Background: an optimization exercise with open tools, aiming at small area, a short achievable clock period and few clock cycles per item. Do not read the settings as production practice. The RTL was checked by simulation tests, not by an equivalence proof against the original design. Power figures rest on the tool's default switching activity, not on a simulated workload.

==> flow/design.v (excerpt) <==
module order_statistic_store (
  input  logic                                clk,
  input  logic                                rst_n,
  input  logic                                in_valid,
  output logic                                in_ready,
  input  logic                                in_func,
  input  logic signed [oss_pkg::KEY_W-1:0]    in_new_key,
  input  logic        [oss_pkg::RANK_W-1:0]   in_rank,
  output logic                                out_valid,
  input  logic                                out_ready,
  output logic        [1:0]                   out_status,
  output logic signed [oss_pkg::KEY_W-1:0]    out_found_key,
  output logic        [oss_pkg::COUNT_W-1:0]  out_stored_count
);
  localparam int N  = oss_pkg::CAPACITY;
  localparam int KW = oss_pkg::KEY_W;
  localparam int CW = oss_pkg::COUNT_W;
  localparam int RW = oss_pkg::RANK_W;
  localparam int QW = 2 + KW + CW;
  logic                 b_v;
  logic                 b_func;
  logic                 b_ok;
  logic                 b_cv;       
  logic                 b_ins;      
  logic signed [KW-1:0] b_key;
  logic [N-1:0]         b_hit;
  logic [N-1:0]         b_hi_g;
  logic [N-1:0]         b_hi_p;
  logic [N-1:0]         b_lo_g;
  logic                 b_pair_hi_g;
  logic                 b_pair_hi_p;
  logic                 b_pair_lo_g;
  logic [N-1:0]         prev_gt;    
  logic [CW-1:0]        count_r;
  logic [N-1:0]         occ_r;      
  logic                 c_v;
  logic [1:0]           c_status;
  logic [CW-1:0]        c_count;
  logic [KW-1:0]        c_lo;
  logic [KW-1:0]        c_hi;
  logic [3:0]           q_v;
  logic [3:0][QW-1:0]   q_d;
  logic                 out_valid_r;
  logic                 in_ready_r;
  logic                 accept;
  logic                 full;
  logic                 ins;
  logic                 deq;
  logic                 sel_ok;
  logic                 pair_gt;
  logic                 pair_hi_g;
  logic                 pair_hi_p;
  logic                 pair_lo_g;
  logic [CW-1:0]        count_a;
  logic [KW-1:0]        found_lo;
  logic [KW-1:0]        found_hi;
  logic [1:0]           b_status;
  logic [CW-1:0]        b_count;
  logic [QW-1:0]        res;
  logic [3:0]           q_v_nxt;
  ...
Size: about 18,000 cells after synthesis, roughly 96 I/O pins, roughly 0.14 sq mm of cells after synthesis.
Settings: LEC_CHECK=0, CAP_MARGIN=30, CORE_ASPECT_RATIO=0.7, CORE_MARGIN=2, CORE_UTILIZATION=30, GPL_ROUTABILITY_DRIVEN=1, GPL_TIMING_DRIVEN=1, PLACE_DENSITY=0.5, SETUP_SLACK_MARGIN=2.7, SLEW_MARGIN=30; clock period 5.5 ns.
standard.sh (not shown) runs the stock make flow with config.mk's settings and CLKGATE_MAP_FILE= SYNTH_SCRIPT=/design/flow/synth_recipe.tcl, a recipe that flattens the netlist after the stock synthesis.
==> flow/flow/run.sh <==
#!/bin/bash
# Layout flow: the standard flow (standard synthesis, floorplan, placement, CTS, routing)
# with two changes:
#  - the port buffers that global placement inserts are sky130_fd_sc_hd__buf_4 instead of the
#    default pick, so the output ports are not driven through a delay cell;
#  - global routing holds back more of met1/met2 (flow/fastroute.tcl), which eases detailed
#    routing of this wire-heavy design.
# The full make output goes to flow_make.log here; ORFS's own per-step logs are under orfs/logs.
set -euo pipefail
bash standard.sh "BUFFER_PORTS_ARGS=-buffer_cell sky130_fd_sc_hd__buf_4" \
  "FASTROUTE_TCL=$PWD/flow/fastroute.tcl" finish > flow_make.log 2>&1
==> flow/flow/fastroute.tcl <==
# Global routing layers as the platform sets them, but with more of met1 and met2 held back,
# so the global router moves wires up to met3/met4 and the detailed router has room for pin
# access on the lower layers.
set_global_routing_layer_adjustment met1 0.5
set_global_routing_layer_adjustment met2 0.3
set_global_routing_layer_adjustment met3-$::env(MAX_ROUTING_LAYER) 0.2

set_routing_layers -clock $::env(MIN_CLK_ROUTING_LAYER)-$::env(MAX_ROUTING_LAYER)
set_routing_layers -signal $::env(MIN_ROUTING_LAYER)-$::env(MAX_ROUTING_LAYER)
Testbench counts at the start, summed over its fixed seeds: cycles 3,168, ops 3,072.
Next try:
- CAP_MARGIN: 30 -> 40
- CORE_UTILIZATION: 30 -> 26
- PLACE_DENSITY: 0.5 -> 0.45
- SLEW_MARGIN: 30 -> 40
Effect: Hold slack loses 67 ps. Count of clock-buffer cells in the layout climbs by 12. Setup slack gains 110 ps. Global-route usage drops by 3.6 points. Critical path depth climbs by 1. Sequential power hardly moves. Combinational power climbs by about 2%. Core utilization drops by 4.3 points. Via count stays flat.
Next try:
- CAP_MARGIN: 40 -> 20
- SLEW_MARGIN: 40 -> 20
Power rose slightly.
Count of clock-buffer cells in the layout falls by 9.
Worst setup slack degrades by 76 ps.
Cell count hardly moves.
Combinational power stays flat.
Clock power climbs slightly.

==> static timing again, ports no longer ideal <==
Ports are ideal in the flow. The routed layouts listed here were re-timed in OpenROAD.
Step 1 sets driving cells, clkbuf_16 on the clock port and buf_2 on the other inputs (assumed; they add their load-dependent delay and slew).
Step 2 moves the port delays by t, midway between the first and last clock arrival at a register: inputs arrive t later, outputs are due t later. That takes back most of the time a late clock gives input paths.
Slacks: ideal / step 1 / step 2; pairs: ideal / step 1.
run	t, ns	setup WS [ns]	latest minus earliest clock arrival (ns)	pins driven straight from the clock port
the first run	1.083	2.535 / 2.341 / 1.257	0.060 / 0.059	1
the second run	1.195	2.647 / 2.521 / 1.326	0.063 / 0.062	1
the third run	1.157	2.571 / 2.491 / 1.334	0.090 / 0.090	1
After both steps setup and hold are still met in every run listed. The setup slack of the second run, which loses most, moves by -0.126 ns with the drivers and by -1.321 ns with both steps.
